From an optimization exercise on the open Yosys and OpenROAD flow, aimed at small area and few clock cycles per item; shortcuts taken in it are not production practice. In this exercise RTL edits were held to simulation tests only and were not proved equivalent to the original.

## flow/design.v (module list and top-level ports; edited modules follow where they fit)
// module argb_unpremultiply_pixel_top: 989 lines
module argb_unpremultiply_pixel_top (
    input  logic       i_clk,
    input  logic       i_rst_n,
    input  logic       i_valid,
    output logic       o_stall,
    input  logic [7:0] i_alpha,
    input  logic [7:0] i_red_in,
    input  logic [7:0] i_green_in,
    input  logic [7:0] i_blue_in,
    input  logic       i_region_end_in,
    output logic       o_valid,
    input  logic       i_stall,
    output logic [7:0] o_red_out,
    output logic [7:0] o_green_out,
    output logic [7:0] o_blue_out,
    output logic       o_wrapped,
    output logic       o_region_end_out
);
  // ...
==> flow/run.sh <==
#!/bin/bash
# synth_recipe.tcl (not shown) runs the flow's synth.tcl, then flattens the netlist and writes it again
# the make line also repeats each setting of config.mk as NAME=value (left out here)
make -C /OpenROAD-flow-scripts/flow DESIGN_CONFIG=/design/flow/config.mk WORK_HOME=/design/flow/orfs CLKGATE_MAP_FILE= SYNTH_SCRIPT=/design/flow/synth_recipe.tcl finish
==> flow/config.mk <==
export PLATFORM = sky130hd
export DESIGN_NAME = argb_unpremultiply_pixel_top
export DESIGN_NICKNAME = argb_unpremultiply_pixel_top
export VERILOG_FILES = /design/flow/design.v
export SDC_FILE = /design/flow/constraint.sdc
export NUM_CORES = 4
export LEC_CHECK = 0
export ABC_AREA = 1
export CAP_MARGIN = 20
export CORE_MARGIN = 2
export CORE_UTILIZATION = 40
export PLACE_DENSITY = 0.6
export SLEW_MARGIN = 20
==> flow/constraint.sdc <==
create_clock -name core_clock -period 9.5 [get_ports {i_clk}]
set_input_delay 1.9000 -clock core_clock [delete_from_list [all_inputs] [get_ports {i_clk}]]
set_output_delay 1.9000 -clock core_clock [all_outputs]
set_load 0.01 [all_outputs]
==> notes.md, run 1 <==
Worst R2R End: s2_g_rem[0]
GRT Max-Usage Layer: met2
Met3 usage: 1.57%
Critical path class: flop to output pin
Global route overflow: 0
CP Launch Type: flop
All-Layer GR Usage: 20.6%
Die Ht: 209 um
Fin. Hold Viols: 0
Least-Margin Pin Slew: 857 ps
Num CTS Buffers: 9
Final core area utilization: 46.0%
Fin. max-slew vios: 0
Taps Inserted: 532
Worst Reg-to-Reg Cells: 70
Mapped Area: 0.0167 mm^2
DR vias: 16500
GRT met1 Usage: 25.7%
Top cells by area, synth: nand2_1 21%, edfxtp_1 19%, nand3_1 11%, xor2_1 10%, inv_1 6.9%
Number of synthesized register bits: 109
Status: no timing/DRC/antenna violations
Synthesis-to-finish area growth: 12.8%
Synth top area share: 21.2%
Register area: 0.00325 mm^2
Worst hold margin: 447 ps
Sink Count: 109
R2r setup slk: 1080 ps
Iteration-0 DRC Markers: 838
Post-layout instance area: 0.0189 mm^2
Total Routed Length: 46.0 mm
Final setup fails: 0
Core area: 0.0410 mm^2
Met2 usage: 38.9%
Area leader, netlist: nand2_1
WP depth: 73
Worst hold path type: flop to flop
Row cnt: 74
Testbench counts, summed over its fixed seeds: cycles 12,016, items 12,000.
==> run 2: changes to the inputs <==
--- a/flow/design.v
+++ b/flow/design.v
@@ -189,102 +189,98 @@
     wire b_q4 = (i_alpha[7:5] == 0) && !b_b4[5];
     wire [4:0] b_r4;
     assign b_r4[0] = b_t4[0] ^ (b_q4 && (i_alpha[0] ^ b_b4[0]));
     assign b_r4[1] = b_t4[1] ^ (b_q4 && (i_alpha[1] ^ b_b4[1]));
     assign b_r4[2] = b_t4[2] ^ (b_q4 && (i_alpha[2] ^ b_b4[2]));
     assign b_r4[3] = b_t4[3] ^ (b_q4 && (i_alpha[3] ^ b_b4[3]));
     assign b_r4[4] = b_t4[4] ^ (b_q4 && (i_alpha[4] ^ b_b4[4]));
     wire qor4 = qor3 | r_q4 | g_q4 | b_q4;
+    wire [5:0] r_t5 = {r_r4, r_h0[2]};
+    wire [6:0] r_b5;
+    assign r_b5[0] = 1'b0;
+    assign r_b5[1] = (!r_t5[0] && i_alpha[0]) || ((!r_t5[0] || i_alpha[0]) && r_b5[0]);
+    assign r_b5[2] = (!r_t5[1] && i_alpha[1]) || ((!r_t5[1] || i_alpha[1]) && r_b5[1]);
+    assign r_b5[3] = (!r_t5[2] && i_alpha[2]) || ((!r_t5[2] || i_alpha[2]) && r_b5[2]);
+    assign r_b5[4] = (!r_t5[3] && i_alpha[3]) || ((!r_t5[3] || i_alpha[3]) && r_b5[3]);
+    assign r_b5[5] = (!r_t5[4] && i_alpha[4]) || ((!r_t5[4] || i_alpha[4]) && r_b5[4]);
+    assign r_b5[6] = (!r_t5[5] && i_alpha[5]) || ((!r_t5[5] || i_alpha[5]) && r_b5[5]);
+    wire r_q5 = (i_alpha[7:6] == 0) && !r_b5[6];
+    wire [5:0] r_r5;
+    assign r_r5[0] = r_t5[0] ^ (r_q5 && (i_alpha[0] ^ r_b5[0]));
+    assign r_r5[1] = r_t5[1] ^ (r_q5 && (i_alpha[1] ^ r_b5[1]));
+    assign r_r5[2] = r_t5[2] ^ (r_q5 && (i_alpha[2] ^ r_b5[2]));
+    assign r_r5[3] = r_t5[3] ^ (r_q5 && (i_alpha[3] ^ r_b5[3]));
+    assign r_r5[4] = r_t5[4] ^ (r_q5 && (i_alpha[4] ^ r_b5[4]));
+    assign r_r5[5] = r_t5[5] ^ (r_q5 && (i_alpha[5] ^ r_b5[5]));
+    wire [5:0] g_t5 = {g_r4, g_h0[2]};
+    wire [6:0] g_b5;
+    assign g_b5[0] = 1'b0;
+    assign g_b5[1] = (!g_t5[0] && i_alpha[0]) || ((!g_t5[0] || i_alpha[0]) && g_b5[0]);
+    assign g_b5[2] = (!g_t5[1] && i_alpha[1]) || ((!g_t5[1] || i_alpha[1]) && g_b5[1]);
+    assign g_b5[3] = (!g_t5[2] && i_alpha[2]) || ((!g_t5[2] || i_alpha[2]) && g_b5[2]);
+    assign g_b5[4] = (!g_t5[3] && i_alpha[3]) || ((!g_t5[3] || i_alpha[3]) && g_b5[3]);
+    assign g_b5[5] = (!g_t5[4] && i_alpha[4]) || ((!g_t5[4] || i_alpha[4]) && g_b5[4]);
+    assign g_b5[6] = (!g_t5[5] && i_alpha[5]) || ((!g_t5[5] || i_alpha[5]) && g_b5[5]);
+    wire g_q5 = (i_alpha[7:6] == 0) && !g_b5[6];
+    wire [5:0] g_r5;
+    assign g_r5[0] = g_t5[0] ^ (g_q5 && (i_alpha[0] ^ g_b5[0]));
+    assign g_r5[1] = g_t5[1] ^ (g_q5 && (i_alpha[1] ^ g_b5[1]));
+    assign g_r5[2] = g_t5[2] ^ (g_q5 && (i_alpha[2] ^ g_b5[2]));
+    assign g_r5[3] = g_t5[3] ^ (g_q5 && (i_alpha[3] ^ g_b5[3]));
+    assign g_r5[4] = g_t5[4] ^ (g_q5 && (i_alpha[4] ^ g_b5[4]));
+    assign g_r5[5] = g_t5[5] ^ (g_q5 && (i_alpha[5] ^ g_b5[5]));
+    wire [5:0] b_t5 = {b_r4, b_h0[2]};
+    wire [6:0] b_b5;
+    assign b_b5[0] = 1'b0;
+    assign b_b5[1] = (!b_t5[0] && i_alpha[0]) || ((!b_t5[0] || i_alpha[0]) && b_b5[0]);
+    assign b_b5[2] = (!b_t5[1] && i_alpha[1]) || ((!b_t5[1] || i_alpha[1]) && b_b5[1]);
+    assign b_b5[3] = (!b_t5[2] && i_alpha[2]) || ((!b_t5[2] || i_alpha[2]) && b_b5[2]);
+    assign b_b5[4] = (!b_t5[3] && i_alpha[3]) || ((!b_t5[3] || i_alpha[3]) && b_b5[3]);
+    assign b_b5[5] = (!b_t5[4] && i_alpha[4]) || ((!b_t5[4] || i_alpha[4]) && b_b5[4]);
+    assign b_b5[6] = (!b_t5[5] && i_alpha[5]) || ((!b_t5[5] || i_alpha[5]) && b_b5[5]);
+    wire b_q5 = (i_alpha[7:6] == 0) && !b_b5[6];
+    wire [5:0] b_r5;
+    assign b_r5[0] = b_t5[0] ^ (b_q5 && (i_alpha[0] ^ b_b5[0]));
+    assign b_r5[1] = b_t5[1] ^ (b_q5 && (i_alpha[1] ^ b_b5[1]));
+    assign b_r5[2] = b_t5[2] ^ (b_q5 && (i_alpha[2] ^ b_b5[2]));
+    assign b_r5[3] = b_t5[3] ^ (b_q5 && (i_alpha[3] ^ b_b5[3]));
+    assign b_r5[4] = b_t5[4] ^ (b_q5 && (i_alpha[4] ^ b_b5[4]));
+    assign b_r5[5] = b_t5[5] ^ (b_q5 && (i_alpha[5] ^ b_b5[5]));
+    wire qor5 = qor4 | r_q5 | g_q5 | b_q5;
     logic s1_valid;
     logic [7:0] s1_a;
     logic [0:0] s1_end;
     logic [0:0] s1_qor;
     logic [7:0] s1_r_c;
-    logic [4:0] s1_r_rem;
+    logic [5:0] s1_r_rem;
     logic [7:0] s1_g_c;
-    logic [4:0] s1_g_rem;
+    logic [5:0] s1_g_rem;
     logic [7:0] s1_b_c;
-    logic [4:0] s1_b_rem;
+    logic [5:0] s1_b_rem;
     always_ff @(posedge i_clk) begin
         if (!i_rst_n) s1_valid <= 1'b0;
         else if (adv) s1_valid <= i_valid;
     end
     always_ff @(posedge i_clk) begin
         if (adv) begin
             s1_a <= i_alpha;
             s1_end <= i_region_end_in;
-            s1_qor <= qor4;
+            s1_qor <= qor5;
             s1_r_c <= i_red_in;
-            s1_r_rem <= r_r4;
+            s1_r_rem <= r_r5;
             s1_g_c <= i_green_in;
-            s1_g_rem <= g_r4;
+            s1_g_rem <= g_r5;
             s1_b_c <= i_blue_in;
-            s1_b_rem <= b_r4;
+            s1_b_rem <= b_r5;
         end
     end
     wire [7:0] r_h1 = s1_r_c - {7'd0, |s1_r_c};
     wire [7:0] r_l1 = 8'd0 - s1_r_c;
-    wire [5:0] r_t5 = {s1_r_rem, r_h1[2]};
-    wire [6:0] r_b5;
-    assign r_b5[0] = 1'b0;
-    assign r_b5[1] = (!r_t5[0] && s1_a[0]) || ((!r_t5[0] || s1_a[0]) && r_b5[0]);
-    assign r_b5[2] = (!r_t5[1] && s1_a[1]) || ((!r_t5[1] || s1_a[1]) && r_b5[1]);
-    assign r_b5[3] = (!r_t5[2] && s1_a[2]) || ((!r_t5[2] || s1_a[2]) && r_b5[2]);
-    assign r_b5[4] = (!r_t5[3] && s1_a[3]) || ((!r_t5[3] || s1_a[3]) && r_b5[3]);
-    assign r_b5[5] = (!r_t5[4] && s1_a[4]) || ((!r_t5[4] || s1_a[4]) && r_b5[4]);
-    assign r_b5[6] = (!r_t5[5] && s1_a[5]) || ((!r_t5[5] || s1_a[5]) && r_b5[5]);
-    wire r_q5 = (s1_a[7:6] == 0) && !r_b5[6];
-    wire [5:0] r_r5;
-    assign r_r5[0] = r_t5[0] ^ (r_q5 && (s1_a[0] ^ r_b5[0]));
-    assign r_r5[1] = r_t5[1] ^ (r_q5 && (s1_a[1] ^ r_b5[1]));
-    assign r_r5[2] = r_t5[2] ^ (r_q5 && (s1_a[2] ^ r_b5[2]));
-    assign r_r5[3] = r_t5[3] ^ (r_q5 && (s1_a[3] ^ r_b5[3]));
-    assign r_r5[4] = r_t5[4] ^ (r_q5 && (s1_a[4] ^ r_b5[4]));
-    assign r_r5[5] = r_t5[5] ^ (r_q5 && (s1_a[5] ^ r_b5[5]));
-    wire [7:0] g_h1 = s1_g_c - {7'd0, |s1_g_c};
-    wire [7:0] g_l1 = 8'd0 - s1_g_c;
-    wire [5:0] g_t5 = {s1_g_rem, g_h1[2]};
-    wire [6:0] g_b5;
-    assign g_b5[0] = 1'b0;
-    assign g_b5[1] = (!g_t5[0] && s1_a[0]) || ((!g_t5[0] || s1_a[0]) && g_b5[0]);
-    assign g_b5[2] = (!g_t5[1] && s1_a[1]) || ((!g_t5[1] || s1_a[1]) && g_b5[1]);
-    assign g_b5[3] = (!g_t5[2] && s1_a[2]) || ((!g_t5[2] || s1_a[2]) && g_b5[2]);
-    assign g_b5[4] = (!g_t5[3] && s1_a[3]) || ((!g_t5[3] || s1_a[3]) && g_b5[3]);
-    assign g_b5[5] = (!g_t5[4] && s1_a[4]) || ((!g_t5[4] || s1_a[4]) && g_b5[4]);
-    assign g_b5[6] = (!g_t5[5] && s1_a[5]) || ((!g_t5[5] || s1_a[5]) && g_b5[5]);
-    wire g_q5 = (s1_a[7:6] == 0) && !g_b5[6];
-    wire [5:0] g_r5;
-    assign g_r5[0] = g_t5[0] ^ (g_q5 && (s1_a[0] ^ g_b5[0]));
-    assign g_r5[1] = g_t5[1] ^ (g_q5 && (s1_a[1] ^ g_b5[1]));
-    assign g_r5[2] = g_t5[2] ^ (g_q5 && (s1_a[2] ^ g_b5[2]));
-    assign g_r5[3] = g_t5[3] ^ (g_q5 && (s1_a[3] ^ g_b5[3]));
-    assign g_r5[4] = g_t5[4] ^ (g_q5 && (s1_a[4] ^ g_b5[4]));
-    assign g_r5[5] = g_t5[5] ^ (g_q5 && (s1_a[5] ^ g_b5[5]));
-    wire [7:0] b_h1 = s1_b_c - {7'd0, |s1_b_c};
-    wire [7:0] b_l1 = 8'd0 - s1_b_c;
-    wire [5:0] b_t5 = {s1_b_rem, b_h1[2]};
-    wire [6:0] b_b5;
-    assign b_b5[0] = 1'b0;
-    assign b_b5[1] = (!b_t5[0] && s1_a[0]) || ((!b_t5[0] || s1_a[0]) && b_b5[0]);
-    assign b_b5[2] = (!b_t5[1] && s1_a[1]) || ((!b_t5[1] || s1_a[1]) && b_b5[1]);
-    assign b_b5[3] = (!b_t5[2] && s1_a[2]) || ((!b_t5[2] || s1_a[2]) && b_b5[2]);
-    assign b_b5[4] = (!b_t5[3] && s1_a[3]) || ((!b_t5[3] || s1_a[3]) && b_b5[3]);
-    assign b_b5[5] = (!b_t5[4] && s1_a[4]) || ((!b_t5[4] || s1_a[4]) && b_b5[4]);
-    assign b_b5[6] = (!b_t5[5] && s1_a[5]) || ((!b_t5[5] || s1_a[5]) && b_b5[5]);
-    wire b_q5 = (s1_a[7:6] == 0) && !b_b5[6];
-    wire [5:0] b_r5;
-    assign b_r5[0] = b_t5[0] ^ (b_q5 && (s1_a[0] ^ b_b5[0]));
-    assign b_r5[1] = b_t5[1] ^ (b_q5 && (s1_a[1] ^ b_b5[1]));
-    assign b_r5[2] = b_t5[2] ^ (b_q5 && (s1_a[2] ^ b_b5[2]));
-    assign b_r5[3] = b_t5[3] ^ (b_q5 && (s1_a[3] ^ b_b5[3]));
-    assign b_r5[4] = b_t5[4] ^ (b_q5 && (s1_a[4] ^ b_b5[4]));
-    assign b_r5[5] = b_t5[5] ^ (b_q5 && (s1_a[5] ^ b_b5[5]));
-    wire qor5 = s1_qor | r_q5 | g_q5 | b_q5;
-    wire [6:0] r_t6 = {r_r5, r_h1[1]};
+    wire [6:0] r_t6 = {s1_r_rem, r_h1[1]};
     wire [7:0] r_b6;
     assign r_b6[0] = 1'b0;
     assign r_b6[1] = (!r_t6[0] && s1_a[0]) || ((!r_t6[0] || s1_a[0]) && r_b6[0]);
     assign r_b6[2] = (!r_t6[1] && s1_a[1]) || ((!r_t6[1] || s1_a[1]) && r_b6[1]);
     assign r_b6[3] = (!r_t6[2] && s1_a[2]) || ((!r_t6[2] || s1_a[2]) && r_b6[2]);
     assign r_b6[4] = (!r_t6[3] && s1_a[3]) || ((!r_t6[3] || s1_a[3]) && r_b6[3]);
     assign r_b6[5] = (!r_t6[4] && s1_a[4]) || ((!r_t6[4] || s1_a[4]) && r_b6[4]);
     assign r_b6[6] = (!r_t6[5] && s1_a[5]) || ((!r_t6[5] || s1_a[5]) && r_b6[5]);
@@ -293,17 +289,19 @@
     wire [6:0] r_r6;
     assign r_r6[0] = r_t6[0] ^ (r_q6 && (s1_a[0] ^ r_b6[0]));
     assign r_r6[1] = r_t6[1] ^ (r_q6 && (s1_a[1] ^ r_b6[1]));
     assign r_r6[2] = r_t6[2] ^ (r_q6 && (s1_a[2] ^ r_b6[2]));
     assign r_r6[3] = r_t6[3] ^ (r_q6 && (s1_a[3] ^ r_b6[3]));
     assign r_r6[4] = r_t6[4] ^ (r_q6 && (s1_a[4] ^ r_b6[4]));
     assign r_r6[5] = r_t6[5] ^ (r_q6 && (s1_a[5] ^ r_b6[5]));
     assign r_r6[6] = r_t6[6] ^ (r_q6 && (s1_a[6] ^ r_b6[6]));
-    wire [6:0] g_t6 = {g_r5, g_h1[1]};
+    wire [7:0] g_h1 = s1_g_c - {7'd0, |s1_g_c};
+    wire [7:0] g_l1 = 8'd0 - s1_g_c;
+    wire [6:0] g_t6 = {s1_g_rem, g_h1[1]};
     wire [7:0] g_b6;
     assign g_b6[0] = 1'b0;
     assign g_b6[1] = (!g_t6[0] && s1_a[0]) || ((!g_t6[0] || s1_a[0]) && g_b6[0]);
     assign g_b6[2] = (!g_t6[1] && s1_a[1]) || ((!g_t6[1] || s1_a[1]) && g_b6[1]);
     assign g_b6[3] = (!g_t6[2] && s1_a[2]) || ((!g_t6[2] || s1_a[2]) && g_b6[2]);
     assign g_b6[4] = (!g_t6[3] && s1_a[3]) || ((!g_t6[3] || s1_a[3]) && g_b6[3]);
     assign g_b6[5] = (!g_t6[4] && s1_a[4]) || ((!g_t6[4] || s1_a[4]) && g_b6[4]);
     assign g_b6[6] = (!g_t6[5] && s1_a[5]) || ((!g_t6[5] || s1_a[5]) && g_b6[5]);
@@ -312,17 +310,19 @@
     wire [6:0] g_r6;
     assign g_r6[0] = g_t6[0] ^ (g_q6 && (s1_a[0] ^ g_b6[0]));
     assign g_r6[1] = g_t6[1] ^ (g_q6 && (s1_a[1] ^ g_b6[1]));
     assign g_r6[2] = g_t6[2] ^ (g_q6 && (s1_a[2] ^ g_b6[2]));
     assign g_r6[3] = g_t6[3] ^ (g_q6 && (s1_a[3] ^ g_b6[3]));
     assign g_r6[4] = g_t6[4] ^ (g_q6 && (s1_a[4] ^ g_b6[4]));
     assign g_r6[5] = g_t6[5] ^ (g_q6 && (s1_a[5] ^ g_b6[5]));
     assign g_r6[6] = g_t6[6] ^ (g_q6 && (s1_a[6] ^ g_b6[6]));
-    wire [6:0] b_t6 = {b_r5, b_h1[1]};
+    wire [7:0] b_h1 = s1_b_c - {7'd0, |s1_b_c};
+    wire [7:0] b_l1 = 8'd0 - s1_b_c;
+    wire [6:0] b_t6 = {s1_b_rem, b_h1[1]};
     wire [7:0] b_b6;
     assign b_b6[0] = 1'b0;
     assign b_b6[1] = (!b_t6[0] && s1_a[0]) || ((!b_t6[0] || s1_a[0]) && b_b6[0]);
     assign b_b6[2] = (!b_t6[1] && s1_a[1]) || ((!b_t6[1] || s1_a[1]) && b_b6[1]);
     assign b_b6[3] = (!b_t6[2] && s1_a[2]) || ((!b_t6[2] || s1_a[2]) && b_b6[2]);
     assign b_b6[4] = (!b_t6[3] && s1_a[3]) || ((!b_t6[3] || s1_a[3]) && b_b6[3]);
     assign b_b6[5] = (!b_t6[4] && s1_a[4]) || ((!b_t6[4] || s1_a[4]) && b_b6[4]);
     assign b_b6[6] = (!b_t6[5] && s1_a[5]) || ((!b_t6[5] || s1_a[5]) && b_b6[5]);
@@ -331,17 +331,17 @@
     wire [6:0] b_r6;
     assign b_r6[0] = b_t6[0] ^ (b_q6 && (s1_a[0] ^ b_b6[0]));
     assign b_r6[1] = b_t6[1] ^ (b_q6 && (s1_a[1] ^ b_b6[1]));
     assign b_r6[2] = b_t6[2] ^ (b_q6 && (s1_a[2] ^ b_b6[2]));
     assign b_r6[3] = b_t6[3] ^ (b_q6 && (s1_a[3] ^ b_b6[3]));
     assign b_r6[4] = b_t6[4] ^ (b_q6 && (s1_a[4] ^ b_b6[4]));
     assign b_r6[5] = b_t6[5] ^ (b_q6 && (s1_a[5] ^ b_b6[5]));
     assign b_r6[6] = b_t6[6] ^ (b_q6 && (s1_a[6] ^ b_b6[6]));
-    wire qor6 = qor5 | r_q6 | g_q6 | b_q6;
+    wire qor6 = s1_qor | r_q6 | g_q6 | b_q6;
     wire [7:0] r_t7 = {r_r6, r_h1[0]};
     wire [8:0] r_b7;
     assign r_b7[0] = 1'b0;
     assign r_b7[1] = (!r_t7[0] && s1_a[0]) || ((!r_t7[0] || s1_a[0]) && r_b7[0]);
     assign r_b7[2] = (!r_t7[1] && s1_a[1]) || ((!r_t7[1] || s1_a[1]) && r_b7[1]);
     assign r_b7[3] = (!r_t7[2] && s1_a[2]) || ((!r_t7[2] || s1_a[2]) && r_b7[2]);
     assign r_b7[4] = (!r_t7[3] && s1_a[3]) || ((!r_t7[3] || s1_a[3]) && r_b7[3]);
     assign r_b7[5] = (!r_t7[4] && s1_a[4]) || ((!r_t7[4] || s1_a[4]) && r_b7[4]);
@@ -612,122 +612,122 @@
     assign b_r10[2] = b_t10[2] ^ (b_q10 && (s1_a[2] ^ b_b10[2]));
     assign b_r10[3] = b_t10[3] ^ (b_q10 && (s1_a[3] ^ b_b10[3]));
     assign b_r10[4] = b_t10[4] ^ (b_q10 && (s1_a[4] ^ b_b10[4]));
     assign b_r10[5] = b_t10[5] ^ (b_q10 && (s1_a[5] ^ b_b10[5]));
     assign b_r10[6] = b_t10[6] ^ (b_q10 && (s1_a[6] ^ b_b10[6]));
     assign b_r10[7] = b_t10[7] ^ (b_q10 && (s1_a[7] ^ b_b10[7]));
     wire [4:0] b_lr10 = b_lr9[4:0];
     wire [2:0] b_Q10 = {b_Q9, b_q10};
+    wire [8:0] r_t11 = {r_r10, r_lr10[4]};
+    wire [9:0] r_b11;
+    assign r_b11[0] = 1'b0;
+    assign r_b11[1] = (!r_t11[0] && s1_a[0]) || ((!r_t11[0] || s1_a[0]) && r_b11[0]);
+    assign r_b11[2] = (!r_t11[1] && s1_a[1]) || ((!r_t11[1] || s1_a[1]) && r_b11[1]);
+    assign r_b11[3] = (!r_t11[2] && s1_a[2]) || ((!r_t11[2] || s1_a[2]) && r_b11[2]);
+    assign r_b11[4] = (!r_t11[3] && s1_a[3]) || ((!r_t11[3] || s1_a[3]) && r_b11[3]);
+    assign r_b11[5] = (!r_t11[4] && s1_a[4]) || ((!r_t11[4] || s1_a[4]) && r_b11[4]);
+    assign r_b11[6] = (!r_t11[5] && s1_a[5]) || ((!r_t11[5] || s1_a[5]) && r_b11[5]);
+    assign r_b11[7] = (!r_t11[6] && s1_a[6]) || ((!r_t11[6] || s1_a[6]) && r_b11[6]);
+    assign r_b11[8] = (!r_t11[7] && s1_a[7]) || ((!r_t11[7] || s1_a[7]) && r_b11[7]);
+    assign r_b11[9] = !r_t11[8] && r_b11[8];
+    wire r_q11 = !r_b11[9];
+    wire [7:0] r_r11;
+    assign r_r11[0] = r_t11[0] ^ (r_q11 && (s1_a[0] ^ r_b11[0]));
+    assign r_r11[1] = r_t11[1] ^ (r_q11 && (s1_a[1] ^ r_b11[1]));
+    assign r_r11[2] = r_t11[2] ^ (r_q11 && (s1_a[2] ^ r_b11[2]));
+    assign r_r11[3] = r_t11[3] ^ (r_q11 && (s1_a[3] ^ r_b11[3]));
+    assign r_r11[4] = r_t11[4] ^ (r_q11 && (s1_a[4] ^ r_b11[4]));
+    assign r_r11[5] = r_t11[5] ^ (r_q11 && (s1_a[5] ^ r_b11[5]));
+    assign r_r11[6] = r_t11[6] ^ (r_q11 && (s1_a[6] ^ r_b11[6]));
+    assign r_r11[7] = r_t11[7] ^ (r_q11 && (s1_a[7] ^ r_b11[7]));
+    wire [3:0] r_lr11 = r_lr10[3:0];
+    wire [3:0] r_Q11 = {r_Q10, r_q11};
+    wire [8:0] g_t11 = {g_r10, g_lr10[4]};
+    wire [9:0] g_b11;
+    assign g_b11[0] = 1'b0;
+    assign g_b11[1] = (!g_t11[0] && s1_a[0]) || ((!g_t11[0] || s1_a[0]) && g_b11[0]);
+    assign g_b11[2] = (!g_t11[1] && s1_a[1]) || ((!g_t11[1] || s1_a[1]) && g_b11[1]);
+    assign g_b11[3] = (!g_t11[2] && s1_a[2]) || ((!g_t11[2] || s1_a[2]) && g_b11[2]);
+    assign g_b11[4] = (!g_t11[3] && s1_a[3]) || ((!g_t11[3] || s1_a[3]) && g_b11[3]);
+    assign g_b11[5] = (!g_t11[4] && s1_a[4]) || ((!g_t11[4] || s1_a[4]) && g_b11[4]);
+    assign g_b11[6] = (!g_t11[5] && s1_a[5]) || ((!g_t11[5] || s1_a[5]) && g_b11[5]);
+    assign g_b11[7] = (!g_t11[6] && s1_a[6]) || ((!g_t11[6] || s1_a[6]) && g_b11[6]);
+    assign g_b11[8] = (!g_t11[7] && s1_a[7]) || ((!g_t11[7] || s1_a[7]) && g_b11[7]);
+    assign g_b11[9] = !g_t11[8] && g_b11[8];
+    wire g_q11 = !g_b11[9];
+    wire [7:0] g_r11;
+    assign g_r11[0] = g_t11[0] ^ (g_q11 && (s1_a[0] ^ g_b11[0]));
+    assign g_r11[1] = g_t11[1] ^ (g_q11 && (s1_a[1] ^ g_b11[1]));
+    assign g_r11[2] = g_t11[2] ^ (g_q11 && (s1_a[2] ^ g_b11[2]));
+    assign g_r11[3] = g_t11[3] ^ (g_q11 && (s1_a[3] ^ g_b11[3]));
+    assign g_r11[4] = g_t11[4] ^ (g_q11 && (s1_a[4] ^ g_b11[4]));
+    assign g_r11[5] = g_t11[5] ^ (g_q11 && (s1_a[5] ^ g_b11[5]));
+    assign g_r11[6] = g_t11[6] ^ (g_q11 && (s1_a[6] ^ g_b11[6]));
+    assign g_r11[7] = g_t11[7] ^ (g_q11 && (s1_a[7] ^ g_b11[7]));
+    wire [3:0] g_lr11 = g_lr10[3:0];
+    wire [3:0] g_Q11 = {g_Q10, g_q11};
+    wire [8:0] b_t11 = {b_r10, b_lr10[4]};
+    wire [9:0] b_b11;
+    assign b_b11[0] = 1'b0;
+    assign b_b11[1] = (!b_t11[0] && s1_a[0]) || ((!b_t11[0] || s1_a[0]) && b_b11[0]);
+    assign b_b11[2] = (!b_t11[1] && s1_a[1]) || ((!b_t11[1] || s1_a[1]) && b_b11[1]);
+    assign b_b11[3] = (!b_t11[2] && s1_a[2]) || ((!b_t11[2] || s1_a[2]) && b_b11[2]);
+    assign b_b11[4] = (!b_t11[3] && s1_a[3]) || ((!b_t11[3] || s1_a[3]) && b_b11[3]);
+    assign b_b11[5] = (!b_t11[4] && s1_a[4]) || ((!b_t11[4] || s1_a[4]) && b_b11[4]);
+    assign b_b11[6] = (!b_t11[5] && s1_a[5]) || ((!b_t11[5] || s1_a[5]) && b_b11[5]);
+    assign b_b11[7] = (!b_t11[6] && s1_a[6]) || ((!b_t11[6] || s1_a[6]) && b_b11[6]);
+    assign b_b11[8] = (!b_t11[7] && s1_a[7]) || ((!b_t11[7] || s1_a[7]) && b_b11[7]);
+    assign b_b11[9] = !b_t11[8] && b_b11[8];
+    wire b_q11 = !b_b11[9];
+    wire [7:0] b_r11;
+    assign b_r11[0] = b_t11[0] ^ (b_q11 && (s1_a[0] ^ b_b11[0]));
+    assign b_r11[1] = b_t11[1] ^ (b_q11 && (s1_a[1] ^ b_b11[1]));
+    assign b_r11[2] = b_t11[2] ^ (b_q11 && (s1_a[2] ^ b_b11[2]));
+    assign b_r11[3] = b_t11[3] ^ (b_q11 && (s1_a[3] ^ b_b11[3]));
+    assign b_r11[4] = b_t11[4] ^ (b_q11 && (s1_a[4] ^ b_b11[4]));
+    assign b_r11[5] = b_t11[5] ^ (b_q11 && (s1_a[5] ^ b_b11[5]));
+    assign b_r11[6] = b_t11[6] ^ (b_q11 && (s1_a[6] ^ b_b11[6]));
+    assign b_r11[7] = b_t11[7] ^ (b_q11 && (s1_a[7] ^ b_b11[7]));
+    wire [3:0] b_lr11 = b_lr10[3:0];
+    wire [3:0] b_Q11 = {b_Q10, b_q11};
     logic s2_valid;
     logic [7:0] s2_a;
     logic [0:0] s2_end;
     logic [0:0] s2_qor;
     logic [7:0] s2_r_rem;
-    logic [4:0] s2_r_l;
-    logic [2:0] s2_r_Q;
+    logic [3:0] s2_r_l;
+    logic [3:0] s2_r_Q;
     logic [7:0] s2_g_rem;
-    logic [4:0] s2_g_l;
-    logic [2:0] s2_g_Q;
+    logic [3:0] s2_g_l;
+    logic [3:0] s2_g_Q;
     logic [7:0] s2_b_rem;
-    logic [4:0] s2_b_l;
-    logic [2:0] s2_b_Q;
+    logic [3:0] s2_b_l;
+    logic [3:0] s2_b_Q;
     always_ff @(posedge i_clk) begin
         if (!i_rst_n) s2_valid <= 1'b0;
         else if (adv) s2_valid <= s1_valid;
     end
     always_ff @(posedge i_clk) begin
         if (adv) begin
             s2_a <= s1_a;
             s2_end <= s1_end;
             s2_qor <= qor7;
-            s2_r_rem <= r_r10;
-            s2_r_l <= r_lr10;
-            s2_r_Q <= r_Q10;
-            s2_g_rem <= g_r10;
-            s2_g_l <= g_lr10;
-            s2_g_Q <= g_Q10;
-            s2_b_rem <= b_r10;
-            s2_b_l <= b_lr10;
-            s2_b_Q <= b_Q10;
+            s2_r_rem <= r_r11;
+            s2_r_l <= r_lr11;
+            s2_r_Q <= r_Q11;
+            s2_g_rem <= g_r11;
+            s2_g_l <= g_lr11;
+            s2_g_Q <= g_Q11;
+            s2_b_rem <= b_r11;
+            s2_b_l <= b_lr11;
+            s2_b_Q <= b_Q11;
         end
     end
-    wire [8:0] r_t11 = {s2_r_rem, s2_r_l[4]};
-    wire [9:0] r_b11;
-    assign r_b11[0] = 1'b0;
-    assign r_b11[1] = (!r_t11[0] && s2_a[0]) || ((!r_t11[0] || s2_a[0]) && r_b11[0]);
-    assign r_b11[2] = (!r_t11[1] && s2_a[1]) || ((!r_t11[1] || s2_a[1]) && r_b11[1]);
-    assign r_b11[3] = (!r_t11[2] && s2_a[2]) || ((!r_t11[2] || s2_a[2]) && r_b11[2]);
-    assign r_b11[4] = (!r_t11[3] && s2_a[3]) || ((!r_t11[3] || s2_a[3]) && r_b11[3]);
-    assign r_b11[5] = (!r_t11[4] && s2_a[4]) || ((!r_t11[4] || s2_a[4]) && r_b11[4]);
-    assign r_b11[6] = (!r_t11[5] && s2_a[5]) || ((!r_t11[5] || s2_a[5]) && r_b11[5]);
-    assign r_b11[7] = (!r_t11[6] && s2_a[6]) || ((!r_t11[6] || s2_a[6]) && r_b11[6]);
-    assign r_b11[8] = (!r_t11[7] && s2_a[7]) || ((!r_t11[7] || s2_a[7]) && r_b11[7]);
-    assign r_b11[9] = !r_t11[8] && r_b11[8];
-    wire r_q11 = !r_b11[9];
-    wire [7:0] r_r11;
-    assign r_r11[0] = r_t11[0] ^ (r_q11 && (s2_a[0] ^ r_b11[0]));
-    assign r_r11[1] = r_t11[1] ^ (r_q11 && (s2_a[1] ^ r_b11[1]));
-    assign r_r11[2] = r_t11[2] ^ (r_q11 && (s2_a[2] ^ r_b11[2]));
-    assign r_r11[3] = r_t11[3] ^ (r_q11 && (s2_a[3] ^ r_b11[3]));
-    assign r_r11[4] = r_t11[4] ^ (r_q11 && (s2_a[4] ^ r_b11[4]));
-    assign r_r11[5] = r_t11[5] ^ (r_q11 && (s2_a[5] ^ r_b11[5]));
-    assign r_r11[6] = r_t11[6] ^ (r_q11 && (s2_a[6] ^ r_b11[6]));
-    assign r_r11[7] = r_t11[7] ^ (r_q11 && (s2_a[7] ^ r_b11[7]));
-    wire [3:0] r_lr11 = s2_r_l[3:0];
-    wire [3:0] r_Q11 = {s2_r_Q, r_q11};
-    wire [8:0] g_t11 = {s2_g_rem, s2_g_l[4]};
-    wire [9:0] g_b11;
-    assign g_b11[0] = 1'b0;
-    assign g_b11[1] = (!g_t11[0] && s2_a[0]) || ((!g_t11[0] || s2_a[0]) && g_b11[0]);
-    assign g_b11[2] = (!g_t11[1] && s2_a[1]) || ((!g_t11[1] || s2_a[1]) && g_b11[1]);
-    assign g_b11[3] = (!g_t11[2] && s2_a[2]) || ((!g_t11[2] || s2_a[2]) && g_b11[2]);
-    assign g_b11[4] = (!g_t11[3] && s2_a[3]) || ((!g_t11[3] || s2_a[3]) && g_b11[3]);
-    assign g_b11[5] = (!g_t11[4] && s2_a[4]) || ((!g_t11[4] || s2_a[4]) && g_b11[4]);
-    assign g_b11[6] = (!g_t11[5] && s2_a[5]) || ((!g_t11[5] || s2_a[5]) && g_b11[5]);
-    assign g_b11[7] = (!g_t11[6] && s2_a[6]) || ((!g_t11[6] || s2_a[6]) && g_b11[6]);
-    assign g_b11[8] = (!g_t11[7] && s2_a[7]) || ((!g_t11[7] || s2_a[7]) && g_b11[7]);
-    assign g_b11[9] = !g_t11[8] && g_b11[8];
-    wire g_q11 = !g_b11[9];
-    wire [7:0] g_r11;
-    assign g_r11[0] = g_t11[0] ^ (g_q11 && (s2_a[0] ^ g_b11[0]));
-    assign g_r11[1] = g_t11[1] ^ (g_q11 && (s2_a[1] ^ g_b11[1]));
-    assign g_r11[2] = g_t11[2] ^ (g_q11 && (s2_a[2] ^ g_b11[2]));
-    assign g_r11[3] = g_t11[3] ^ (g_q11 && (s2_a[3] ^ g_b11[3]));
-    assign g_r11[4] = g_t11[4] ^ (g_q11 && (s2_a[4] ^ g_b11[4]));
-    assign g_r11[5] = g_t11[5] ^ (g_q11 && (s2_a[5] ^ g_b11[5]));
-    assign g_r11[6] = g_t11[6] ^ (g_q11 && (s2_a[6] ^ g_b11[6]));
-    assign g_r11[7] = g_t11[7] ^ (g_q11 && (s2_a[7] ^ g_b11[7]));
-    wire [3:0] g_lr11 = s2_g_l[3:0];
-    wire [3:0] g_Q11 = {s2_g_Q, g_q11};
-    wire [8:0] b_t11 = {s2_b_rem, s2_b_l[4]};
-    wire [9:0] b_b11;
-    assign b_b11[0] = 1'b0;
-    assign b_b11[1] = (!b_t11[0] && s2_a[0]) || ((!b_t11[0] || s2_a[0]) && b_b11[0]);
-    assign b_b11[2] = (!b_t11[1] && s2_a[1]) || ((!b_t11[1] || s2_a[1]) && b_b11[1]);
-    assign b_b11[3] = (!b_t11[2] && s2_a[2]) || ((!b_t11[2] || s2_a[2]) && b_b11[2]);
-    assign b_b11[4] = (!b_t11[3] && s2_a[3]) || ((!b_t11[3] || s2_a[3]) && b_b11[3]);
-    assign b_b11[5] = (!b_t11[4] && s2_a[4]) || ((!b_t11[4] || s2_a[4]) && b_b11[4]);
-    assign b_b11[6] = (!b_t11[5] && s2_a[5]) || ((!b_t11[5] || s2_a[5]) && b_b11[5]);
-    assign b_b11[7] = (!b_t11[6] && s2_a[6]) || ((!b_t11[6] || s2_a[6]) && b_b11[6]);
-    assign b_b11[8] = (!b_t11[7] && s2_a[7]) || ((!b_t11[7] || s2_a[7]) && b_b11[7]);
-    assign b_b11[9] = !b_t11[8] && b_b11[8];
-    wire b_q11 = !b_b11[9];
-    wire [7:0] b_r11;
-    assign b_r11[0] = b_t11[0] ^ (b_q11 && (s2_a[0] ^ b_b11[0]));
-    assign b_r11[1] = b_t11[1] ^ (b_q11 && (s2_a[1] ^ b_b11[1]));
-    assign b_r11[2] = b_t11[2] ^ (b_q11 && (s2_a[2] ^ b_b11[2]));
-    assign b_r11[3] = b_t11[3] ^ (b_q11 && (s2_a[3] ^ b_b11[3]));
-    assign b_r11[4] = b_t11[4] ^ (b_q11 && (s2_a[4] ^ b_b11[4]));
-    assign b_r11[5] = b_t11[5] ^ (b_q11 && (s2_a[5] ^ b_b11[5]));
-    assign b_r11[6] = b_t11[6] ^ (b_q11 && (s2_a[6] ^ b_b11[6]));
-    assign b_r11[7] = b_t11[7] ^ (b_q11 && (s2_a[7] ^ b_b11[7]));
-    wire [3:0] b_lr11 = s2_b_l[3:0];
-    wire [3:0] b_Q11 = {s2_b_Q, b_q11};
-    wire [8:0] r_t12 = {r_r11, r_lr11[3]};
+    wire [8:0] r_t12 = {s2_r_rem, s2_r_l[3]};
     wire [9:0] r_b12;
     assign r_b12[0] = 1'b0;
     assign r_b12[1] = (!r_t12[0] && s2_a[0]) || ((!r_t12[0] || s2_a[0]) && r_b12[0]);
     assign r_b12[2] = (!r_t12[1] && s2_a[1]) || ((!r_t12[1] || s2_a[1]) && r_b12[1]);
     assign r_b12[3] = (!r_t12[2] && s2_a[2]) || ((!r_t12[2] || s2_a[2]) && r_b12[2]);
     assign r_b12[4] = (!r_t12[3] && s2_a[3]) || ((!r_t12[3] || s2_a[3]) && r_b12[3]);
     assign r_b12[5] = (!r_t12[4] && s2_a[4]) || ((!r_t12[4] || s2_a[4]) && r_b12[4]);
     assign r_b12[6] = (!r_t12[5] && s2_a[5]) || ((!r_t12[5] || s2_a[5]) && r_b12[5]);
@@ -739,19 +739,19 @@
     assign r_r12[0] = r_t12[0] ^ (r_q12 && (s2_a[0] ^ r_b12[0]));
     assign r_r12[1] = r_t12[1] ^ (r_q12 && (s2_a[1] ^ r_b12[1]));
     assign r_r12[2] = r_t12[2] ^ (r_q12 && (s2_a[2] ^ r_b12[2]));
     assign r_r12[3] = r_t12[3] ^ (r_q12 && (s2_a[3] ^ r_b12[3]));
     assign r_r12[4] = r_t12[4] ^ (r_q12 && (s2_a[4] ^ r_b12[4]));
     assign r_r12[5] = r_t12[5] ^ (r_q12 && (s2_a[5] ^ r_b12[5]));
     assign r_r12[6] = r_t12[6] ^ (r_q12 && (s2_a[6] ^ r_b12[6]));
     assign r_r12[7] = r_t12[7] ^ (r_q12 && (s2_a[7] ^ r_b12[7]));
-    wire [2:0] r_lr12 = r_lr11[2:0];
-    wire [4:0] r_Q12 = {r_Q11, r_q12};
-    wire [8:0] g_t12 = {g_r11, g_lr11[3]};
+    wire [2:0] r_lr12 = s2_r_l[2:0];
+    wire [4:0] r_Q12 = {s2_r_Q, r_q12};
+    wire [8:0] g_t12 = {s2_g_rem, s2_g_l[3]};
     wire [9:0] g_b12;
     assign g_b12[0] = 1'b0;
     assign g_b12[1] = (!g_t12[0] && s2_a[0]) || ((!g_t12[0] || s2_a[0]) && g_b12[0]);
     assign g_b12[2] = (!g_t12[1] && s2_a[1]) || ((!g_t12[1] || s2_a[1]) && g_b12[1]);
     assign g_b12[3] = (!g_t12[2] && s2_a[2]) || ((!g_t12[2] || s2_a[2]) && g_b12[2]);
     assign g_b12[4] = (!g_t12[3] && s2_a[3]) || ((!g_t12[3] || s2_a[3]) && g_b12[3]);
     assign g_b12[5] = (!g_t12[4] && s2_a[4]) || ((!g_t12[4] || s2_a[4]) && g_b12[4]);
     assign g_b12[6] = (!g_t12[5] && s2_a[5]) || ((!g_t12[5] || s2_a[5]) && g_b12[5]);
@@ -763,19 +763,19 @@
     assign g_r12[0] = g_t12[0] ^ (g_q12 && (s2_a[0] ^ g_b12[0]));
     assign g_r12[1] = g_t12[1] ^ (g_q12 && (s2_a[1] ^ g_b12[1]));
     assign g_r12[2] = g_t12[2] ^ (g_q12 && (s2_a[2] ^ g_b12[2]));
     assign g_r12[3] = g_t12[3] ^ (g_q12 && (s2_a[3] ^ g_b12[3]));
     assign g_r12[4] = g_t12[4] ^ (g_q12 && (s2_a[4] ^ g_b12[4]));
     assign g_r12[5] = g_t12[5] ^ (g_q12 && (s2_a[5] ^ g_b12[5]));
     assign g_r12[6] = g_t12[6] ^ (g_q12 && (s2_a[6] ^ g_b12[6]));
     assign g_r12[7] = g_t12[7] ^ (g_q12 && (s2_a[7] ^ g_b12[7]));
-    wire [2:0] g_lr12 = g_lr11[2:0];
-    wire [4:0] g_Q12 = {g_Q11, g_q12};
-    wire [8:0] b_t12 = {b_r11, b_lr11[3]};
+    wire [2:0] g_lr12 = s2_g_l[2:0];
+    wire [4:0] g_Q12 = {s2_g_Q, g_q12};
+    wire [8:0] b_t12 = {s2_b_rem, s2_b_l[3]};
     wire [9:0] b_b12;
     assign b_b12[0] = 1'b0;
     assign b_b12[1] = (!b_t12[0] && s2_a[0]) || ((!b_t12[0] || s2_a[0]) && b_b12[0]);
     assign b_b12[2] = (!b_t12[1] && s2_a[1]) || ((!b_t12[1] || s2_a[1]) && b_b12[1]);
     assign b_b12[3] = (!b_t12[2] && s2_a[2]) || ((!b_t12[2] || s2_a[2]) && b_b12[2]);
     assign b_b12[4] = (!b_t12[3] && s2_a[3]) || ((!b_t12[3] || s2_a[3]) && b_b12[3]);
     assign b_b12[5] = (!b_t12[4] && s2_a[4]) || ((!b_t12[4] || s2_a[4]) && b_b12[4]);
     assign b_b12[6] = (!b_t12[5] && s2_a[5]) || ((!b_t12[5] || s2_a[5]) && b_b12[5]);
@@ -787,18 +787,18 @@
     assign b_r12[0] = b_t12[0] ^ (b_q12 && (s2_a[0] ^ b_b12[0]));
     assign b_r12[1] = b_t12[1] ^ (b_q12 && (s2_a[1] ^ b_b12[1]));
     assign b_r12[2] = b_t12[2] ^ (b_q12 && (s2_a[2] ^ b_b12[2]));
     assign b_r12[3] = b_t12[3] ^ (b_q12 && (s2_a[3] ^ b_b12[3]));
     assign b_r12[4] = b_t12[4] ^ (b_q12 && (s2_a[4] ^ b_b12[4]));
     assign b_r12[5] = b_t12[5] ^ (b_q12 && (s2_a[5] ^ b_b12[5]));
     assign b_r12[6] = b_t12[6] ^ (b_q12 && (s2_a[6] ^ b_b12[6]));
     assign b_r12[7] = b_t12[7] ^ (b_q12 && (s2_a[7] ^ b_b12[7]));
-    wire [2:0] b_lr12 = b_lr11[2:0];
-    wire [4:0] b_Q12 = {b_Q11, b_q12};
+    wire [2:0] b_lr12 = s2_b_l[2:0];
+    wire [4:0] b_Q12 = {s2_b_Q, b_q12};
     wire [8:0] r_t13 = {r_r12, r_lr12[2]};
     wire [9:0] r_b13;
     assign r_b13[0] = 1'b0;
     assign r_b13[1] = (!r_t13[0] && s2_a[0]) || ((!r_t13[0] || s2_a[0]) && r_b13[0]);
     assign r_b13[2] = (!r_t13[1] && s2_a[1]) || ((!r_t13[1] || s2_a[1]) && r_b13[1]);
     assign r_b13[3] = (!r_t13[2] && s2_a[2]) || ((!r_t13[2] || s2_a[2]) && r_b13[2]);
     assign r_b13[4] = (!r_t13[3] && s2_a[3]) || ((!r_t13[3] || s2_a[3]) && r_b13[3]);
     assign r_b13[5] = (!r_t13[4] && s2_a[4]) || ((!r_t13[4] || s2_a[4]) && r_b13[4]);
==> run 2 against run 1 <==
  * Global-route usage increased by 1.0 points
  * Register-to-register slack got worse by 250 ps
  * Die area decreased by 3.4%
  * Clock skew decreased by 6.3 ps
  * Clock-buffer cell count increased by 1
  * Core utilization about the same
  * First-iteration DRC count increased by 13%
==> notes.md, run 2 <==
Delay-heaviest family, CP: simple AND/OR/NAND/NOR gates (unchanged)
Worst skew pair latency: 380 ps (was 390 ps)
Synth top area share: 20.5% (was 21.2%)
Largest net degree at the start of global routing: 62 (unchanged)
Final setup fails: 0 (unchanged)
Status: no timing/DRC/antenna violations (unchanged)
Total Routed Length: 45.7 mm (was 46.0 mm)
Yosys warns: 1 (unchanged)
Critical path arrival: 7260 ps (was 7170 ps)
DRC: 0 (unchanged)
Number of synthesized register bits: 112 (was 109)
Req. time, crit path: 7600 ps (about the same)
Least-Margin Pin Slew: 983 ps (was 857 ps)
Iteration-0 DRC Markers: 951 (was 838)
Setup TNS: 0 ps (unchanged)
Num CTS Buffers: 9 (unchanged)
RD Place Congestion: 0.884 (was 0.843)
Critical path class: flop to output pin (unchanged)
Area after DPL: 0.0168 mm^2 (was 0.0176 mm^2)
Diodes inserted: 0 (unchanged)
Max_cap viols: 0 (unchanged)
Dpl ws: -9.09 ps (was 143 ps)
All-Layer GR Usage: 21.7% (was 20.6%)
WL per Instance: 14.7 um (was 14.0 um)
Final min period: 9160 ps (was 9070 ps)
Mapped Area: 0.0161 mm^2 (was 0.0167 mm^2)
M1 WL: 20.0 mm (was 20.5 mm)
Cts hold-fix bufs: 0 (unchanged)
CP Launch Type: flop (unchanged)
Worst path max stage delay: 410 ps (was 390 ps)
Layout cells sized above 1: 18.4% (about the same)
Fin nets: 2631 (was 2785)
Clk_skew: 16.5 ps (was 22.8 ps)
Unrepaired setup endpoints after global routing: yes (unchanged)
Worst R2R End: s2_g_rem[2] (was s2_g_rem[0])
Worst Reg-to-Reg Cells: 76 (was 70)
DR vias: 15800 (was 16500)
Async set-reset flop share out of synthesis: 0% (unchanged)
Crit path max fanout: 7 (was 23)
Post-synth net total: 2556 (was 2750)
CTS root buf: clkbuf_16 (unchanged)
CTS clk-pin slew, worst paths: 80 ps (about the same)
Vias in the first global route: 14800 (was 15100)
Global route overflow: 0 (unchanged)
Seq/Total Area, Yosys: 20.7% (was 19.4%)
Commonest cells after routing, fill and taps aside: 814 x nand2_1, 349 x nand3_1, 286 x inv_1, 185 x xor2_1, 110 x edfxtp_1 (was 892 x nand2_1, 334 x nand3_1, 305 x inv_1, 187 x xor2_1, 139 x nand2_2)
Vias/cell: 5.07 (was 5.05)
Die area: 0.0420 mm^2 (was 0.0435 mm^2)
Commonest cells post-synth: 867 x nand2_1, 360 x nand3_1, 290 x inv_1, 196 x xor2_1, 110 x edfxtp_1 (was 946 x nand2_1, 352 x nand3_1, 309 x inv_1, 198 x xor2_1, 122 x nor2_1)
Die X: 205 um (was 209 um)
Final HPWL DP: 34.4 mm (was 35.0 mm)
I/O Buffers: 64 (unchanged)
Top cells by area, synth: edfxtp_1 20%, nand2_1 20%, nand3_1 11%, xor2_1 11%, inv_1 6.7% (was nand2_1 21%, edfxtp_1 19%, nand3_1 11%, xor2_1 10%, inv_1 6.9%)
Relative slew slack: 34.5% (was 42.9%)
Avg Cell Area, Syn: 6.43 um^2 (was 6.19 um^2)
Post-synth EDFFs: 110 (was 107)
Antenna Nets Post-Route: 0 (unchanged)
CP Capture Type: output pin (unchanged)
Commonest non-fill, non-tap cell in the layout: nand2_1 (unchanged)
First-pass GRT wire length: 73.6 mm (was 74.2 mm)
I/O Pins: 65 (unchanged)
H-tree levels: 3 (unchanged)
Met3 WL: 1.21 mm (was 1.39 mm)
Fin. max-slew vios: 0 (unchanged)
Row cnt: 73 (was 74)
Final setup margin: 338 ps (was 435 ps)
R2r startpoint: s1_g_c[0] (unchanged)
Final core area utilization: 46.0% (about the same)
HP Start: s1_end (unchanged)
CTS tree: built (unchanged)
Fin. Hold Viols: 0 (unchanged)
Worst hold margin: 422 ps (was 447 ps)
Top sig layer: met4 (unchanged)
Bufs and invs on worst path: 4 (was 7)
Core area: 0.0398 mm^2 (was 0.0410 mm^2)
Initial antenna violation count: 0 (unchanged)
Worst hold path type: flop to flop (unchanged)
Post-synth top flop: edfxtp_1 (unchanged)
Mapped Cells: 2513 (was 2704)
Drt pass-1 iters: 5 (unchanged)
Fin crit share: 96.4% (was 95.4%)
Critical Path Slowest Stage Cell: edfxtp_1 (unchanged)
Post-layout instance area: 0.0183 mm^2 (was 0.0189 mm^2)
Achievable Freq: 109 MHz (was 110 MHz)
Die Ht: 205 um (was 209 um)
Synth unique cells: 57 (was 49)
Area leader, netlist: edfxtp_1 (was nand2_1)
Starting Density: 40.6% (was 40.8%)
Hold Crit Endpoint: s2_end (unchanged)
Count leader, synth: nand2_1 (unchanged)
Hold Path Depth: 0 (unchanged)
Synthesis-to-finish area growth: 13.4% (was 12.8%)
Routed wl met2: 23.4 mm (was 23.6 mm)
R2r setup slk: 830 ps (was 1080 ps)
Max clock buf depth: 2 (unchanged)
Sink Count: 112 (was 109)
run 2: cell types whose count changed in the layout (fill, tap and decap cells not counted), sizes merged, moves of 5 or more:
cell	change
nand2	-140
nor2	-29
nand3	-12
dlymetal6s2s	+6
nor4	+5
a21oi	+13
buf	+24
clkdlybuf4s50	-5
inv	-26
a21boi	+10
nand4	-5
xnor2	+9
o21ai	-5
run 2: layer usage:
metal / up-vias / GRT usage [%]
met5: - / 0
met4: 0 / 5.52
met3: 75 / 1.99
met2: 242 / 40.8
met1: 7325 / 26.2
li1: 8156 / -
run 2: worst reg2reg max path: cells and delay by family, from the launching register on:
family	cells	cell delay, ps
xor+xnor	2	420
fa+ha+maj	2	410
buf+inv	5	540
flops	1	430
simple gates	67	6640
run 2: repair_timing:
action / 4_1_cts / 5_1_grt
setup buffers: 1 / 60
endpoints found under the hold margin: 0 / 0
endpoints found under the setup margin: 2 / 49
resized for setup: 7 / 179
gates cloned: 0 / 1
pin swaps: 0 / 73
run 2: cell type report:
type	count	area, um^2
timing repair buffer	164	1420
multi-input combinational	1989	11400
tap	525	657
fill	4118	21500
sequential	112	3340
inverter	312	1180
clock inverter	6	77.6
clock buffer	10	229
run 2: cell families after synthesis:
family / synth area share (%)
AND/OR/NAND/NOR: 45.9
buffers and inverters: 13.1
XOR/XNOR: 13.6
AO/OA/AOI/OAI: 6.11
flip-flops: 20.7
adder cells (fa/ha/maj): 0.597
run 2: how the worst max path moves through the flow:
stage / start / to / slack [ps] / depth (start not counted)
2_1_floorplan: i_blue_in[5] / s1_b_rem[2] / 1460 / 51
4_1_cts: s2_g_l[3] / o_green_out[0] / 4 / 57
3_3_place_gp: i_blue_in[5] / s1_b_rem[4] / 70 / 52
3_5_place_dp: i_blue_in[5] / s1_b_rem[2] / -9 / 52
5_1_grt: s2_a[0] / o_green_out[0] / -420 / 62
6_report: s2_a[0] / o_green_out[0] / 340 / 62
run 2: metrics by stage:
| step | instances |
|---|---|
| 2_1_floorplan | 2513 |
| 4_1_cts | 3057 |
| 3_5_place_dp | 3040 |
| 3_3_place_gp | 3040 |
| 5_1_grt | 3118 |
| 6_report | 3118 |
Testbench counts of run 2, summed over its fixed seeds: cycles 12,016, items 12,000.
==> run 3: changes to the inputs <==
--- a/flow/config.mk
+++ b/flow/config.mk
@@ -8,6 +8,6 @@
 export ABC_AREA = 1
 export CAP_MARGIN = 20
 export CORE_MARGIN = 2
-export CORE_UTILIZATION = 40
-export PLACE_DENSITY = 0.6
+export CORE_UTILIZATION = 60
+export PLACE_DENSITY = 0.75
 export SLEW_MARGIN = 20
==> run 3 against run 2 <==
  * Core utilization rose by 21 points
  * Final cell count fell by 6.9%
  * Critical path type unchanged
  * Still clean on timing, DRC and antenna
  * Routed wire length fell by 6.3%
  * Highest routed layer unchanged
  * Hold slack improved by 3.1 ps
==> notes.md, run 3 <==
Status: no timing/DRC/antenna violations (unchanged)
H-tree levels: 3 (unchanged)
Delay-heaviest family, CP: simple AND/OR/NAND/NOR gates (unchanged)
RD Place Congestion: 0.915 (was 0.884)
Final min period: 9160 ps (about the same)
DRC: 0 (unchanged)
CTS clk-pin slew, worst paths: 80 ps (about the same)
Synth top area share: 20.5% (unchanged)
Sink Count: 112 (unchanged)
Antenna Nets Post-Route: 0 (unchanged)
I/O Pins: 65 (unchanged)
Largest net degree at the start of global routing: 67 (was 62)
Dpl ws: -56.7 ps (was -9.09 ps)
Die X: 168 um (was 205 um)
Total Routed Length: 42.8 mm (was 45.7 mm)
Relative slew slack: 32.8% (was 34.5%)
Die Ht: 168 um (was 205 um)
Worst path most repeated cell: nand2_2
Worst hold margin: 426 ps (was 422 ps)
Commonest cells post-synth: 867 x nand2_1, 360 x nand3_1, 290 x inv_1, 196 x xor2_1, 110 x edfxtp_1 (unchanged)
Top cells by area, synth: edfxtp_1 20%, nand2_1 20%, nand3_1 11%, xor2_1 11%, inv_1 6.7% (unchanged)
Global route overflow: 0 (unchanged)
CTS root buf: clkbuf_16 (unchanged)
Iteration-0 DRC Markers: 1155 (was 951)
Commonest non-fill, non-tap cell in the layout: nand2_1 (unchanged)
Post-synth top flop: edfxtp_1 (unchanged)
Synth unique cells: 57 (unchanged)
Achievable Freq: 109 MHz (about the same)
Count leader, synth: nand2_1 (unchanged)
Commonest cells after routing, fill and taps aside: 813 x nand2_1, 349 x nand3_1, 287 x inv_1, 184 x xor2_1, 110 x edfxtp_1 (was 814 x nand2_1, 349 x nand3_1, 286 x inv_1, 185 x xor2_1, 110 x edfxtp_1)
Die area: 0.0282 mm^2 (was 0.0420 mm^2)
CP Capture Type: output pin (unchanged)
DR vias: 15800 (about the same)
Cts hold-fix bufs: 0 (unchanged)
Max_cap viols: 0 (unchanged)
Vias/cell: 5.46 (was 5.07)
Mapped Cells: 2513 (unchanged)
Seq/Total Area, Yosys: 20.7% (unchanged)
Worst hold path type: flop to flop (unchanged)
Final setup fails: 0 (unchanged)
Num CTS Buffers: 9 (unchanged)
Final HPWL DP: 32.0 mm (was 34.4 mm)
First-pass GRT wire length: 68.0 mm (was 73.6 mm)
All-Layer GR Usage: 29.2% (was 21.7%)
Drt pass-1 iters: 6 (was 5)
Mapped Area: 0.0161 mm^2 (unchanged)
Synthesis-to-finish area growth: 10.2% (was 13.4%)
Critical Path Slowest Stage Cell: edfxtp_1 (unchanged)
Area leader, netlist: edfxtp_1 (unchanged)
CP Launch Type: flop (unchanged)
Req. time, crit path: 7600 ps (about the same)
CTS tree: built (unchanged)
Initial antenna violation count: 0 (unchanged)
Fin crit share: 96.4% (about the same)
Number of synthesized register bits: 112 (unchanged)
Post-synth net total: 2556 (unchanged)
Critical path arrival: 7260 ps (about the same)
I/O Buffers: 64 (unchanged)
Vias in the first global route: 14400 (was 14800)
Crit path max fanout: 8 (was 7)
Async set-reset flop share out of synthesis: 0% (unchanged)
Fin. max-slew vios: 0 (unchanged)
Filler cells: 2406 (was 4118)
Unrepaired setup endpoints after global routing: yes (unchanged)
Fin. Hold Viols: 0 (unchanged)
Layout cells sized above 1: 17.4% (was 18.4%)
Core area: 0.0267 mm^2 (was 0.0398 mm^2)
Bufs and invs on worst path: 4 (unchanged)
Row cnt: 60 (was 73)
Setup TNS: 0 ps (unchanged)
Avg Cell Area, Syn: 6.43 um^2 (unchanged)
Yosys warns: 1 (unchanged)
WL per Instance: 14.8 um (was 14.7 um)
Final setup margin: 337 ps (was 338 ps)
Post-synth EDFFs: 110 (unchanged)
Clk_skew: 17.5 ps (was 16.5 ps)
Fin nets: 2599 (was 2631)
Starting Density: 60.4% (was 40.6%)
Diodes inserted: 0 (unchanged)
Critical path class: flop to output pin (unchanged)
Least-Margin Pin Slew: 1010 ps (was 983 ps)
Worst skew pair latency: 360 ps (was 380 ps)
Max clock buf depth: 2 (unchanged)
Worst path max stage delay: 460 ps (was 410 ps)
run 3: cell counts after synthesis:
No cell type changed its count.
run 3: worst paths after layout:
path                                       to  slack, ps  cells after the start       from
worst min-delay path                   s2_end        430                      0     s1_end
worst max register to register    s2_g_rem[5]        930                     74  s1_g_c[0]
worst max-delay path            o_blue_out[0]        340                     64    s2_a[0]
worst min register to register         s2_end        430                      0     s1_end
run 3: logic make-up after synthesis:
group,count (synthesis),synth area share [%]
flip-flops,112,20.7
buffers and inverters,413,13.1
XOR/XNOR,246,13.6
adder cells (fa/ha/maj),8,0.597
AO/OA/AOI/OAI,163,6.11
AND/OR/NAND/NOR,1571,45.9
run 3: per-stage QoR:
stage / util (%) / std cells / instance area [um^2]
after floorplan: - / 2513 / 16100
after detailed placement: 61.6 / 2842 / 16500
final: 66.6 / 2902 / 17800
after global routing: 66.6 / 2902 / 17800
after CTS: 62.9 / 2862 / 16800
after global placement: 61.6 / 2842 / 16500
run 3: what timing repair did:
item | 4_1_cts | 5_1_grt
endpoints found under the hold margin | 0 | 0
gates resized for setup | 8 | 177
gates cloned | 0 | 4
setup buffers | 4 | 36
pin swaps | 0 | 77
setup endpoints to repair | 3 | 45
run 3: final cells by class:
class                      count  area [um^2]  area share (%)
sequential                   112         3340            18.8
tap                          341          427            2.40
timing repair buffer         129         1140            6.38
timing repair inverter         1         7.51          0.0422
clock buffer                  10          229            1.29
clock inverter                 6         66.3           0.373
inverter                     312         1180            6.65
multi-input combinational   1991        11400            64.1
run 3: layer usage:
layer	global-route usage [%]	up-vias	part of all wire [%]
li1	-	8112	-
met5	0	-	0
met4	11.3	0	3.1
met2	53.1	397	50
met3	2.68	81	4.6
met1	35.8	7257	43

static timing again, ports no longer ideal:
In the flow no input, the clock included, has a driving cell. The finished layouts below were timed again as built, in two steps.
Step 1 assumes that a clkbuf_16 drives the clock port and a buf_2 every other input.
Step 2 moves the port delays by t, midway between the first and last clock arrival at a register: inputs arrive t later, outputs are due t later. That takes back most of the time a late clock gives input paths.
a / b / c = ideal / step 1 / step 2; a / b = the first two.
run	shift t [ns]	setup WS [ns]	worst data-port slew with drivers (ns)
run 1	0.430	0.435 / 0.381 / 0.811	0.05
run 2	0.423	0.338 / 0.288 / 0.379	0.05
run 3	0.409	0.337 / 0.283 / 0.237	0.04
After both steps setup and hold are still met in every run listed. For run 3, which loses most, drivers alone change the setup slack by -0.054 ns; drivers and shift together by -0.100 ns.
